What follows belongs to an exercise in optimizing a design on an open flow for small area; a production flow would make more cautious choices.
Only simulation tests tie the RTL to the original design; equivalence was not proved.
Power is estimated from default activity; no workload was simulated.

// platform_game
module platform_game (
    input  logic        clk,
    input  logic        rst,
    input  logic        tick,
    input  logic [20:0] joy,
    input  logic [9:0]  key,
    input  logic        key_valid,
    output logic [20:0] p0,
    output logic [20:0] p1,
    output logic [2:0]  gates,
    output logic        spike_on,
    output logic [1:0]  scene
);
Size: roughly 52 flip-flops, roughly 83 I/O pins.
clock: 7.0 ns
lec_check: 0
cap_margin: 20
core_margin: 2
core_utilization: 40
slew_margin: 20
standard.sh (not shown) runs the stock make flow with config.mk's settings and CLKGATE_MAP_FILE= SYNTH_SCRIPT=/design/flow/synth_recipe.tcl, a recipe that flattens the netlist after the stock synthesis.
==> flow/flow/run.sh <==
#!/bin/bash
# Standard ORFS layout (the standard.sh) with these changes:
#  - after floorplanning, the combinational logic is re-mapped for area by
#    OpenROAD's restructure (flow/restructure.tcl); registers are untouched
#  - the port buffers are the smallest buffer (buf_1) instead of the cell
#    buffer_ports picks by itself; every port still gets its buffer
#  - CTS adds no dummy loads
#  - before repair_design, combinational cells start from their smallest
#    drive strength (flow/downsize.tcl)
# standard.sh's output goes to standard.log here; ORFS keeps each step's
# log under orfs/logs.
set -euo pipefail
here=$(pwd)
export POST_FLOORPLAN_TCL="$here/flow/restructure.tcl"
export BUFFER_PORTS_ARGS="-buffer_cell sky130_fd_sc_hd__buf_1"
export CTS_ARGS="-sink_clustering_enable -repair_clock_nets -dont_use_dummy_load"
export PRE_RESIZE_TCL="$here/flow/downsize.tcl"
bash standard.sh > standard.log 2>&1
==> flow/flow/restructure.tcl <==
# After floorplanning: re-map the combinational logic for area with
# OpenROAD's restructure (ABC).  Registers are not touched.
set lib [lindex $::env(LIB_FILES) 0]
set tielo "[lindex $::env(TIELO_CELL_AND_PORT) 0]/[lindex $::env(TIELO_CELL_AND_PORT) 1]"
set tiehi "[lindex $::env(TIEHI_CELL_AND_PORT) 0]/[lindex $::env(TIEHI_CELL_AND_PORT) 1]"
set wd $::env(OBJECTS_DIR)/rmp
file mkdir $wd
report_design_area
restructure -target area -liberty_file $lib -tielo_port $tielo -tiehi_port $tiehi \
  -work_dir $wd -abc_logfile $wd/abc.log
report_design_area
Other scripts of this flow, unchanged in this note and not shown: flow/flow/downsize.tcl
The baseline went through all stages and came out clean.
Edit:
--- a/flow/flow/run.sh
+++ b/flow/flow/run.sh
@@ -2,4 +2,2 @@
 # Standard ORFS layout (the standard.sh) with these changes:
-#  - after floorplanning, the combinational logic is re-mapped for area by
-#    OpenROAD's restructure (flow/restructure.tcl); registers are untouched
 #  - the port buffers are the smallest buffer (buf_1) instead of the cell
@@ -13,3 +11,2 @@
 here=$(pwd)
-export POST_FLOORPLAN_TCL="$here/flow/restructure.tcl"
 export BUFFER_PORTS_ARGS="-buffer_cell sky130_fd_sc_hd__buf_1"
removed: flow/flow/restructure.tcl
The new run went through all stages and came out clean.
Routed wire length climbs by 6.6%.
Final cell count climbs by 0.90%.
Hold slack loses 13 ps.
Power climbs by 16%.
Clock-buffer cell count is unchanged.
Sequential cell count is unchanged.
Critical path depth drops by 6.
Area after synthesis stays the same.
Combinational power climbs by 24%.
Setup slack gains 610 ps.
Final area climbs by 10%.

========
Setup of P:
Starting RTL as in the previous note.
Design platform_game, start of the top module:
module platform_game (
    input  logic        clk,
    input  logic        rst,
    input  logic        tick,
    input  logic [20:0] joy,
    input  logic [9:0]  key,
    input  logic        key_valid,
    output logic [20:0] p0,
    output logic [20:0] p1,
    output logic [2:0]  gates,
    output logic        spike_on,
    output logic [1:0]  scene
);
export LEC_CHECK = 0
export CAP_MARGIN = 20
export CORE_MARGIN = 2
export CORE_UTILIZATION = 40
export SLEW_MARGIN = 20
create_clock -name core_clock -period 7.0 [get_ports {clk}]
==> flow/flow/run.sh <==
#!/bin/bash
# Standard ORFS layout (the standard.sh) with these changes:
#  - the port buffers are the smallest buffer (buf_1) instead of the cell
#    buffer_ports picks by itself; every port still gets its buffer
#  - CTS adds no dummy loads and uses a small root buffer
#  - before repair_design, combinational cells start from their smallest
#    drive strength (flow/downsize.tcl)
# standard.sh's output goes to standard.log here; ORFS keeps each step's
# log under orfs/logs.
set -euo pipefail
here=$(pwd)
export BUFFER_PORTS_ARGS="-buffer_cell sky130_fd_sc_hd__buf_1"
export CTS_ARGS="-sink_clustering_enable -repair_clock_nets -dont_use_dummy_load -root_buf sky130_fd_sc_hd__clkbuf_2 -buf_list sky130_fd_sc_hd__clkbuf_8"
export PRE_RESIZE_TCL="$here/flow/downsize.tcl"
bash standard.sh > standard.log 2>&1
==> flow/flow/downsize.tcl <==
# Before repair_design: give every combinational cell the smallest-area
# variant of its own function (same cell family, other drive strength).
# repair_design and the later timing repairs size up again where needed.
set n 0
set saved 0.0
foreach inst [get_cells *] {
  set lc [get_lib_cells -of_objects $inst]
  set name [get_property $lc name]
  if { ![regexp {^(sky130_fd_sc_hd__[a-z0-9]+)_([0-9]+)$} $name -> base drive] } { continue }
  # keep registers, clock cells, buffers and ties as they are
  if { [regexp {__(df|edf|sdf|dl|clk|buf|conb|tap|fill|decap|diode)} $base] } { continue }
  set best $name
  set best_area [get_property $lc area]
  foreach cand [get_lib_cells ${base}_*] {
    set cn [get_property $cand name]
    if { ![regexp "^${base}_\[0-9\]+\$" $cn] } { continue }
    if { [get_property $cand dont_use] } { continue }
    set a [get_property $cand area]
    if { $a < $best_area } { set best $cn; set best_area $a }
  }
  if { $best ne $name } {
    set saved [expr { $saved + [get_property $lc area] - $best_area }]
    replace_cell $inst $best
    incr n
  }
}
puts "downsize: resized $n cells, [format %.1f $saved] um2 less"
P did not finish: a tool error stopped it during placement repair.
Input-level comparison between Q and P:
==> flow/flow/run.sh <==
#!/bin/bash
# Standard ORFS layout (the standard.sh) with two changes:
#  - the port buffers are the smallest buffer (buf_1) instead of the cell
#    buffer_ports picks by itself; every port still gets its buffer
#  - CTS does not add dummy loads
# Each tool's output goes to a log file of its own here; ORFS keeps its
# per-step logs under orfs/logs.
set -euo pipefail
export BUFFER_PORTS_ARGS="-buffer_cell sky130_fd_sc_hd__buf_1"
export CTS_ARGS="-sink_clustering_enable -repair_clock_nets -dont_use_dummy_load"
bash standard.sh > standard.log 2>&1
removed: flow/flow/downsize.tcl
==> run notes <==
- Area share of and/or/nand/nor cells after synthesis came out exactly the same in P and Q.
- Re synthesized instance count: no difference whatsoever between Q and P.
- As far as async set-or-reset flop fraction in the synthesized netlist goes, P and Q are indistinguishable; the numbers are identical.
- Compared Q against P; overall die width within noise.
- Diff P..Q | count of input and output buffers | unchanged
- Diff P..Q | area after synthesis | unchanged
- The total I/O pin count of P and that of Q are within noise of each other.
- Both conditions hold for Q: the flow ran to the end and the final layout passed the timing, DRC and antenna checks.
- Comparing Q against P, there is no change at all in average footprint of a synthesized cell.

========
Another version of the RTL of platform_game (not shown whole).
Size in the first run: about 510 cells after synthesis, ~52 flip-flops, roughly 83 I/O pins.
make LEC_CHECK=0 CAP_MARGIN=20 CORE_MARGIN=2 CORE_UTILIZATION=40 SLEW_MARGIN=20 finish   # period 7.0 ns
run.sh (not shown) runs the stock make flow with config.mk's settings and CLKGATE_MAP_FILE= SYNTH_SCRIPT=/design/flow/synth_recipe.tcl, a recipe that flattens the netlist after the stock synthesis.
Stock flow here: none of the scripts above is used.
Next try:
==> flow/flow/run.sh (new file) <==
#!/bin/bash
# Standard ORFS layout (the standard.sh) with two changes:
#  - the port buffers are the smallest buffer (buf_1) instead of the cell
#    buffer_ports picks by itself; every port still gets its buffer
#  - CTS does not add dummy loads
# Each tool's output goes to a log file of its own here; ORFS keeps its
# per-step logs under orfs/logs.
set -euo pipefail
export BUFFER_PORTS_ARGS="-buffer_cell sky130_fd_sc_hd__buf_1"
export CTS_ARGS="-sink_clustering_enable -repair_clock_nets -dont_use_dummy_load"
bash standard.sh > standard.log 2>&1
==> flow/standard.sh (new file) <==
#!/bin/bash
# synth_recipe.tcl (not shown) runs the flow's synth.tcl, then flattens the netlist and writes it again
# the make line also repeats each setting of config.mk as NAME=value (left out here)
make -C /OpenROAD-flow-scripts/flow DESIGN_CONFIG=/design/flow/config.mk WORK_HOME=/design/flow/orfs CLKGATE_MAP_FILE= SYNTH_SCRIPT=/design/flow/synth_recipe.tcl "${@:-finish}"
removed: flow/run.sh
After rerunning: The changed run finished with timing, DRC and antenna clean; clock skew is higher by 8.6 ps; first-iteration DRC count climbs by about 6%; register-to-register slack improves by 100 ps; hold slack is about the same; setup slack improves by 370 ps; sequential power barely changes; via count drops by about 1.7%.

[what the ideal ports hide]
The flow's constraints put no driver on any port. The routed layouts listed below were extracted and timed again, unchanged, in two steps. Step 1 assumes that a clkbuf_16 drives the clock port and a buf_2 every other input. Step 2 times the ports against the registers' clock, not the clock port: input delays grow and output delays shrink by t, the midpoint of the rising clock arrivals with the driver on. Slacks: ideal ports / drivers / drivers and shift; pairs: ideal ports / drivers.
run | t (ns) | slack for setup (ns) | worst setup path after step 2 | worst register clock-pin slew, ns | worst slew at a driven data input, ns
the first run of note 1 | 0.332 | 2.308 / 2.308 / 2.308 | register to register | 0.10 / 0.10 | 0.04
the second run of note 1 | 0.336 | 2.918 / 2.918 / 2.806 | input to register | 0.11 / 0.11 | 0.05
Q | 0.338 | 3.160 / 3.128 / 3.107 | input to register | 0.11 / 0.11 | 0.05
the first run of note 3 | 0.332 | 2.637 / 2.605 / 2.542 | input to register | 0.10 / 0.10 | 0.04
the second run of note 3 | 0.335 | 3.003 / 2.970 / 2.837 | input to register | 0.10 / 0.10 | 0.04
After both steps setup and hold are still met in every run listed. The setup slack of the second run of note 3, which loses most, moves by -0.033 ns with the drivers and by -0.166 ns with both steps.
